This is an optimization exercise on Yosys and OpenROAD, whose aim is a short achievable clock period and few clock cycles, not a production implementation.
Function was checked by simulation only, so behaviour that the tests miss may differ from the original.
Power and IR drop assume default switching activity.

### config.mk
export PLATFORM = sky130hd
export DESIGN_NAME = cpuCore
export DESIGN_NICKNAME = cpuCore
export VERILOG_FILES = /design/flow/design.v
export SDC_FILE = /design/flow/constraint.sdc
export NUM_CORES = 4
export LEC_CHECK = 0
export CAP_MARGIN = 20
export CORE_MARGIN = 2
export CORE_UTILIZATION = 40
export SLEW_MARGIN = 20
export SYNTH_MEMORY_MAX_BITS = 65536
### constraint.sdc
create_clock -name core_clock -period 12.5 [get_ports {clk}]
set_input_delay 2.5000 -clock core_clock [delete_from_list [all_inputs] [get_ports {clk}]]
set_output_delay 2.5000 -clock core_clock [all_outputs]
set_load 0.01 [all_outputs]
### design.v
`default_nettype none
package cpuPkg;
	typedef logic [32-1:0] word_t;
	typedef logic [12-1:0] pcAddr_t;
	typedef logic [5-1:0] regAddr_t;
	typedef enum logic [8-1:0] {
		opNop = 8'h00,
		opAdd = 8'h01,
		opSub = 8'h02,
		opMul = 8'h03,
		opXor = 8'h04,
		opOr = 8'h05,
		opAnd = 8'h06,
		opSll = 8'h07,
		opSra = 8'h08,
		opSrl = 8'h09,
		opSle = 8'h0A,
		opAddi = 8'h10,
		opSlli = 8'h11,
		opLw = 8'h20,
		opSw = 8'h21
	} opcode_t;
	typedef enum logic [3:0] {
		aluAdd, aluSub, aluMul, aluXor, aluOr,
		aluAnd, aluSll, aluSra, aluSrl, aluSle
	} aluOp_t;
	typedef enum logic [1:0] {srcReg, srcImm, srcShamt} operandSrc_t;
endpackage
`default_nettype wire
`default_nettype none
module fetchStage (
	input wire logic clk,
	input wire logic reset,
	input wire logic icacheReady,
	input cpuPkg::word_t icacheInstr,
	input wire logic hold,
	input wire logic memBusy,
	output cpuPkg::pcAddr_t icacheAddress,
	output logic icacheRequest,
	output cpuPkg::word_t ifInstr
);
	cpuPkg::pcAddr_t pc;
	logic frozen;
	logic accept;
	assign frozen = hold || memBusy;
	assign accept = icacheReady && !frozen;  
	assign icacheAddress = pc;
	assign icacheRequest = !reset;  
	always_ff @(posedge clk) begin
		if (reset)
			pc <= cpuPkg::pcAddr_t'(0);
		else if (accept)
			pc <= pc + cpuPkg::pcAddr_t'(4);
	end
	always_ff @(posedge clk) begin
		if (reset) begin
			ifInstr <= cpuPkg::word_t'(cpuPkg::opNop);
		end else if (!frozen) begin
			if (icacheReady)
				ifInstr <= icacheInstr;
			else
				ifInstr <= cpuPkg::word_t'(cpuPkg::opNop);  
		end
	end
endmodule
`default_nettype wire
`default_nettype none
module decodeStage (
	input wire logic clk,
	input wire logic reset,
	input cpuPkg::word_t ifInstr,
	input wire logic memBusy,
	input wire logic wbEnable,
	input cpuPkg::regAddr_t wbAddr,
	input cpuPkg::word_t wbData,
	output logic hold,
	output cpuPkg::aluOp_t idAluOp,
	output cpuPkg::operandSrc_t idSrc,
	output logic idRegWrite,
	output logic idMemRead,
	output logic idMemWrite,
	output cpuPkg::regAddr_t idRd,
	output cpuPkg::regAddr_t idRa,
	output cpuPkg::regAddr_t idRb,
	output cpuPkg::word_t idA,
	output cpuPkg::word_t idB,
	output cpuPkg::word_t idImm,
	output cpuPkg::regAddr_t idShamt
);
	cpuPkg::word_t regFile [2**5];
	cpuPkg::opcode_t opcode;
	cpuPkg::regAddr_t rdField;
	cpuPkg::regAddr_t raField;
	cpuPkg::regAddr_t rbField;
	cpuPkg::regAddr_t rbSel;
	logic [14-1:0] immField;
	cpuPkg::aluOp_t aluOp;
	cpuPkg::operandSrc_t src;
	logic regWrite;
	logic memRead;
	logic memWrite;
	cpuPkg::word_t aData;
	cpuPkg::word_t bData;
	function automatic cpuPkg::word_t readReg(cpuPkg::regAddr_t addr);
		if (addr == '0)
			readReg = '0;
		else if (wbEnable && addr == wbAddr)
			readReg = wbData;
		else
			readReg = regFile[addr];
	endfunction
	assign opcode = cpuPkg::opcode_t'(ifInstr[8-1:0]);
	assign rdField = ifInstr[27 +: 5];
	assign raField = ifInstr[22 +: 5];
	assign rbField = ifInstr[17 +: 5];
	assign immField = ifInstr[8 +: 14];
	assign rbSel = memWrite ? rdField : rbField;  
	always_comb begin
		src = cpuPkg::srcReg;
		regWrite = 1'b0;
		memRead = 1'b0;
		memWrite = 1'b0;
		case (opcode)
			cpuPkg::opAdd, cpuPkg::opSub, cpuPkg::opMul, cpuPkg::opXor, cpuPkg::opOr, cpuPkg::opAnd, cpuPkg::opSll, cpuPkg::opSra, cpuPkg::opSrl, cpuPkg::opSle:
				regWrite = 1'b1;
			cpuPkg::opAddi: begin
				regWrite = 1'b1;
				src = cpuPkg::srcImm;
			end
			cpuPkg::opSlli: begin
				regWrite = 1'b1;
				src = cpuPkg::srcShamt;
			end
			cpuPkg::opLw: begin
				regWrite = 1'b1;
				memRead = 1'b1;
				src = cpuPkg::srcImm;
			end
			cpuPkg::opSw: begin
				memWrite = 1'b1;
				src = cpuPkg::srcImm;  
			end
			default: ;
		endcase
	end
	always_comb begin
		case (opcode)
			cpuPkg::opSub: aluOp = cpuPkg::aluSub;
			cpuPkg::opMul: aluOp = cpuPkg::aluMul;
			cpuPkg::opXor: aluOp = cpuPkg::aluXor;
			cpuPkg::opOr: aluOp = cpuPkg::aluOr;
			cpuPkg::opAnd: aluOp = cpuPkg::aluAnd;
			cpuPkg::opSll, cpuPkg::opSlli: aluOp = cpuPkg::aluSll;
			cpuPkg::opSra: aluOp = cpuPkg::aluSra;
			cpuPkg::opSrl: aluOp = cpuPkg::aluSrl;
			cpuPkg::opSle: aluOp = cpuPkg::aluSle;
			default: aluOp = cpuPkg::aluAdd;
		endcase
	end
	always_comb begin
		aData = readReg(raField);
		bData = readReg(rbSel);
	end
	always_ff @(posedge clk) begin
		if (wbEnable && wbAddr != '0)
			regFile[wbAddr] <= wbData;
	end
	assign hold = idMemRead && (idRd == raField || idRd == rbSel);
	always_ff @(posedge clk) begin
		if (reset) begin
			idRegWrite <= 1'b0;
			idMemRead <= 1'b0;
			idMemWrite <= 1'b0;
		end else if (!memBusy) begin
			idRegWrite <= regWrite && !hold;
			idMemRead <= memRead && !hold;
			idMemWrite <= memWrite && !hold;
		end
	end
	always_ff @(posedge clk) begin
		if (!memBusy) begin
			idAluOp <= aluOp;
			idSrc <= src;
			idRd <= rdField;
			idRa <= raField;
			idRb <= rbSel;
			idA <= aData;
			idB <= bData;
			idImm <= {{(32 - 14){immField[14-1]}}, immField};
			idShamt <= ifInstr[12 +: 5];
		end
	end
endmodule
`default_nettype wire
`default_nettype none
module executeStage (
	input wire logic clk,
	input wire logic reset,
	input wire logic memBusy,
	input cpuPkg::aluOp_t idAluOp,
	input cpuPkg::operandSrc_t idSrc,
	input wire logic idRegWrite,
	input wire logic idMemRead,
	input wire logic idMemWrite,
	input cpuPkg::regAddr_t idRd,
	input cpuPkg::regAddr_t idRa,
	input cpuPkg::regAddr_t idRb,
	input cpuPkg::word_t idA,
	input cpuPkg::word_t idB,
	input cpuPkg::word_t idImm,
	input cpuPkg::regAddr_t idShamt,
	input wire logic wbEnable,
	input cpuPkg::regAddr_t wbAddr,
	input cpuPkg::word_t wbData,
	output logic exRegWrite,
	output logic exMemRead,
	output logic exMemWrite,
	output cpuPkg::regAddr_t exRd,
	output cpuPkg::word_t exResult,
	output cpuPkg::word_t exStoreData
);
	cpuPkg::word_t opA;
	cpuPkg::word_t regB;
	cpuPkg::word_t opB;
	cpuPkg::word_t aluResult;
	cpuPkg::regAddr_t shiftAmount;
	function automatic cpuPkg::word_t forwardValue(cpuPkg::regAddr_t addr, cpuPkg::word_t decoded);
		if (exRegWrite && exRd != '0 && exRd == addr)
			forwardValue = exResult;
		else if (wbEnable && wbAddr != '0 && wbAddr == addr)
			forwardValue = wbData;
		else
			forwardValue = decoded;
	endfunction
	always_comb begin
		opA = forwardValue(idRa, idA);
		regB = forwardValue(idRb, idB);  
		case (idSrc)
			cpuPkg::srcImm: opB = idImm;
			cpuPkg::srcShamt: opB = cpuPkg::word_t'(idShamt);
			default: opB = regB;
		endcase
	end
	assign shiftAmount = cpuPkg::regAddr_t'(opB);
	always_comb begin
		case (idAluOp)
			cpuPkg::aluSub: aluResult = opA - opB;
			cpuPkg::aluMul: aluResult = opA * opB;
			cpuPkg::aluXor: aluResult = opA ^ opB;
			cpuPkg::aluOr: aluResult = opA | opB;
			cpuPkg::aluAnd: aluResult = opA & opB;
			cpuPkg::aluSll: aluResult = opA << shiftAmount;
			cpuPkg::aluSra: aluResult = cpuPkg::word_t'($signed(opA) >>> shiftAmount);
			cpuPkg::aluSrl: aluResult = opA >> shiftAmount;
			cpuPkg::aluSle: aluResult = cpuPkg::word_t'(opA <= opB);  
			default: aluResult = opA + opB;
		endcase
	end
	always_ff @(posedge clk) begin
		if (reset) begin
			exRegWrite <= 1'b0;
			exMemRead <= 1'b0;
			exMemWrite <= 1'b0;
		end else if (!memBusy) begin
			exRegWrite <= idRegWrite;
			exMemRead <= idMemRead;
			exMemWrite <= idMemWrite;
		end
	end
	always_ff @(posedge clk) begin
		if (!memBusy) begin
			exRd <= idRd;
			exResult <= aluResult;
			exStoreData <= regB;
		end
	end
endmodule
`default_nettype wire
`default_nettype none
module memoryStage (
	input wire logic clk,
	input wire logic reset,
	input wire logic exRegWrite,
	input wire logic exMemRead,
	input wire logic exMemWrite,
	input cpuPkg::regAddr_t exRd,
	input cpuPkg::word_t exResult,
	input cpuPkg::word_t exStoreData,
	input wire logic dcacheReady,
	input cpuPkg::word_t dcacheReadData,
	output cpuPkg::pcAddr_t dcacheAddress,
	output logic dcacheRead,
	output logic dcacheWrite,
	output logic memBusy,
	output cpuPkg::word_t dcacheWriteData,
	output logic wbEnable,
	output cpuPkg::regAddr_t wbAddr,
	output cpuPkg::word_t wbData
);
	assign dcacheAddress = exResult[12-1:0];
	assign dcacheRead = exMemRead;  
	assign dcacheWrite = exMemWrite;
	assign dcacheWriteData = exStoreData;
	assign memBusy = dcacheRead && !dcacheReady;
	always_ff @(posedge clk) begin
		if (reset)
			wbEnable <= 1'b0;
		else if (!memBusy)
			wbEnable <= exRegWrite;
	end
	always_ff @(posedge clk) begin
		if (!memBusy) begin
			wbAddr <= exRd;
			wbData <= exMemRead ? dcacheReadData : exResult;
		end
	end
endmodule
`default_nettype wire
`default_nettype none
module cpuCore (
	input wire logic clk,
	input wire logic reset,
	input wire logic icacheReady,
	input cpuPkg::word_t icacheInstr,
	output cpuPkg::pcAddr_t icacheAddress,
	output logic icacheRequest,
	input wire logic dcacheReady,
	input cpuPkg::word_t dcacheReadData,
	output cpuPkg::pcAddr_t dcacheAddress,
	output logic dcacheRead,
	output logic dcacheWrite,
	output cpuPkg::word_t dcacheWriteData
);
	logic hold;
	logic memBusy;
	cpuPkg::word_t ifInstr;  
	cpuPkg::aluOp_t idAluOp;
	cpuPkg::operandSrc_t idSrc;
	logic idRegWrite;
	logic idMemRead;
	logic idMemWrite;
	cpuPkg::regAddr_t idRd;
	cpuPkg::regAddr_t idRa;
	cpuPkg::regAddr_t idRb;
	cpuPkg::word_t idA;
	cpuPkg::word_t idB;
	cpuPkg::word_t idImm;
	cpuPkg::regAddr_t idShamt;
	logic exRegWrite;
	logic exMemRead;
	logic exMemWrite;
	cpuPkg::regAddr_t exRd;
	cpuPkg::word_t exResult;
	cpuPkg::word_t exStoreData;
	logic wbEnable;
	cpuPkg::regAddr_t wbAddr;
	cpuPkg::word_t wbData;
	fetchStage fetch (.*);
	decodeStage decode (.*);
	executeStage execute (.*);
	memoryStage memory (.*);
endmodule
`default_nettype wire
### run.sh
#!/bin/bash
# synth_recipe.tcl (not shown) runs the flow's synth.tcl, then flattens the netlist and writes it again
# the make line also repeats each setting of config.mk as NAME=value (left out here)
make -C /OpenROAD-flow-scripts/flow DESIGN_CONFIG=/design/flow/config.mk WORK_HOME=/design/flow/orfs CLKGATE_MAP_FILE= SYNTH_SCRIPT=/design/flow/synth_recipe.tcl finish
==> impl_results.md <==
* Clk slew on worst S/H paths at roughly 60 ps
* Critical Path Start: execute.exRd[3]
* Clock Latency Late Sink at between 700 and 800 ps
* CTS Hold Bufs at 0
* Final Hold Vio Count at 0
* Maximum clock skew at final layout at 32.5 ps
* Data required time of the worst path at 13000 ps
* Die area at 0.213 mm2
* Proportion of synthesized flip-flops having asynchronous set or reset at 0%
* Number of register bits inferred by synthesis at around 1300
* Total core area at between 0.2 and 0.25 mm2
* LEAKAGE at 34.6 nW
* Largest stage delay on the critical path at between 700 and 800 ps
* Cell Area, Synth at around 0.084 mm2
* Row count at 168
* Synthesis-to-layout area growth at 10.9%
* Number of buffers added by the clock tree synthesis step at between 100 and 150
* Part of the Yosys area used for sequential elements at 45.3%
* Startpoint of the worst-slack reg-to-reg timing path: execute.exRd[3]
* Endpoint type of the worst setup path: register
* Unrepaired setup endpoints after global routing: no
* Sum Neg Setup Slack at 0 ps
* Worst IR drop on VDD at around 0.00037 V
* Status: complete, no violations
* Worst Tran Pin Value at around 1200 ps
* Gr ovfl total at 0
* Number of instances in the synthesized netlist at around 7700
* Tcrit/Tclk final at between 90% and 100%
* Launch point of the worst hold path: fetch.ifInstr[16]
* Total vias in the final route at around 64000
* Crit-path leading delay family: adder cells
* DIE WIDTH at around 460 um
* DPL Wire Length at approximately 220000 um
* Count of cells resized by post-cts repair at 0
* Maximum number of pins on one net before global-route repair at roughly 160
* Count of warnings emitted by yosys at 4
* Initial antenna violation count at 12
* Area taken by flip-flops and latches at about 0.038 mm2
* Post CTS Setup Buffer Count at 0
* Post-placement setup slack at between 1000 and 1500 ps
* Tightest slew margin relative to the limit at ~22%
* Setup slack of the most critical reg-to-reg path at a little over 1000 ps
* Clock tree buffer depth at 3
* Effective utilization at floorplan at 40.1%
* Worst hold slack at 432 ps
* Peak Freq at 87.2 MHz
* Highest net fanout along the worst path at 28
* Total of fill cells in the finished design at just under 20000
* Top-Level Pins at ~130
* Vertical die dimension at roughly 460 um
* Antenna Nets Post-Route at 0
* Total global routing track utilization at between 30% and 40%
* Cell with the largest stage delay on the worst path: a311oi_1
* Pwr dens at 213 mW/mm2
* Synth Area per Inst at between 10 and 15 um2
* Number of remaining DRC errors at 0
* DR vias/cell at a little over 6
* HP Class: reg2reg
* Final net count at 8314
* Most used flip-flop cell after synthesis: edfxtp_1
* Worst Setup Path Type: reg2reg
* Number of sinks driven by the clock tree at 1283
* Wire length of the first global-routing pass at between 400000 and 500000 um
* Avg WL per Cell at 31.2 um
* Proportion of layout cells with a drive suffix above 1 at between 10% and 20%
* Clock tree from TritonCTS: yes
* Dominant cell type by count on the critical path: fa_1
* Setup violations, final at 0
* Count of TritonRoute iterations in the first routing pass at 6
* Number of global-route vias before repair at 63800
* Footprint of the multi-input gates at about 0.042 mm2
* Launching element type of the critical path: register
* Clock root buffer master: clkbuf_16
* Initial drt markers at 7752
* Final GP Congestion at between 1 and 1.5
* Data arrival time of the critical path at about 12000 ps
* Final WS setup at ~1000 ps
* Number of enable flip-flop cells after synthesis at 1229
* Number of different library cells in the post-synthesis netlist at about 100
* Number of max-slew violations in the final report at 0
* Most frequent cells in the layout: 1415 x nand2_1, 1229 x edfxtp_1, 594 x nand3_1, 556 x nor2_1, 475 x inv_1
* Worst Path Buf+Inv at 5
* Max-cap viol count at 0
* # H-tree levels at 4
* IO Port Bufs at between 100 and 150
* Wire length after detailed routing at roughly 330000 um
* Min Tclk post-route at 11470 ps
* Most common cell after layout, fill and taps aside: nand2_1
cells by family after synthesis:
group           share of synthesized area, %
compound gates                          8.90
xor+xnor                                1.85
fa+ha+maj                               13.2
buf+inv                                 5.09
flops                                   45.3
mux                                     11.1
other cells                          0.00447
simple gates                            14.6
cell type report:
cell class	instances	share of cell area (%)
antenna	8	0.0215
inverter	510	2.08
timing repair buffer	356	3.39
sequential	1283	40.8
clock buffer	169	3.87
multi-input combinational	5325	45.3
clock inverter	65	0.714
tap	2805	3.77
cell usage after synthesis (all sizes together), types with 21 or more instances:
cell type,n,area share [%]
and3,88,0.66
nor2,592,2.7
mux2i,168,2.0
mux2,26,0.35
buf,140,0.89
mux4,325,8.7
o21bai,25,0.22
a21oi,270,1.7
nor4,22,0.16
a21o,54,0.48
o221ai,25,0.27
nand4,21,0.16
a311oi,165,1.7
ha,228,3.4
inv,506,2.3
a22oi,22,0.20
o21ai,164,0.99
o31ai,25,0.24
nor3,57,0.34
a31oi,87,0.70
nand2,1418,6.4
xnor2,120,1.3
dfxtp,54,1.3
xor2,38,0.40
clkbuf,429,1.9
fa,410,9.8
nand3,595,3.5
a211oi,118,1.1
edfxtp,1229,44
worst reg2reg max path: cells and delay by family, from the launching register on:
family,cells,cell delay [ps]
buf+inv,5,1200
fa+ha+maj,9,4370
flops,1,470
compound gates,7,2530
simple gates,9,2640
power by group:
group / leakage [nW] / total [mW] / switching (mW) / internal (mW)
Sequential: 12.1 / 5.82 / 0.344 / 5.48
Clock: 2.07 / 3.99 / 1.69 / 2.30
Combinational: 20.5 / 10.1 / 6.60 / 3.47
sequential cells by signal, summed over array words and instances, names as in the netlist, 4 cells and up, named ones only:
signal	count
decode.idA	32
decode.idAluOp	4
decode.idB	32
decode.idImm	10
decode.idRa	5
decode.idRb	5
decode.idRd	5
decode.idShamt	4
decode.regFile	1024
execute.exRd	5
execute.exResult	32
execute.exStoreData	32
fetch.ifInstr	32
fetch.pc	10
memory.wbAddr	5
memory.wbData	32
path summary, 6_finish.rpt:
kind | end | depth (start not counted)
setup reg to reg | execute.exResult[28] | 30
hold / removal | decode.idImm[8] | 0
setup / recovery | execute.exResult[28] | 30
hold reg to reg | decode.idImm[8] | 0
metal layers:
metal,vias up,global-route usage [%],share of wire (%),wire length [um]
met1,32200,36.6,36,118000
met5,-,0,0.020,66
met4,10,21.0,8.2,26800
li1,27400,-,-,-
met2,3628,49.5,47,154000
met3,975,6.00,9.0,29400
metrics by stage:
step / power, mW / utilization (%) / cells / cell area [um2]
floorplan: 11.7 / - / 7687 / 84000
global placement: 15.7 / 42.4 / 10300 / 88700
detailed placement: 15.7 / 42.4 / 10300 / 88800
CTS: 19.7 / 44.5 / 10500 / 93000
global route: 20.7 / 44.5 / 10500 / 93100
finish: 19.9 / 44.5 / 10500 / 93100
Testbench counts, summed over its fixed seeds: cycles 10,327.

## static timing again, ports no longer ideal
The flow's constraints put no driver on any port. The routed layout listed below was extracted and timed again, unchanged, in two steps.
Step 1 assumes that a clkbuf_16 drives the clock port and a buf_2 every other input.
Step 2 adds t to the input delays and takes it off the output delays; t is the mean of the earliest and latest rising clock arrival at the registers after step 1. Input paths then give back, and output paths get back, about the clock's delay inside the block.
Three values: ideal ports, drivers, drivers and shift; two values: the first two.
shift t [ns]: 0.842
setup WS [ns]: 1.030 / 1.030 / 1.030
worst register clock-pin slew, ns: 0.07 / 0.07
After both steps this run still meets setup and hold. For this run, drivers alone change the setup slack by 0.000 ns; drivers and shift together by 0.000 ns.
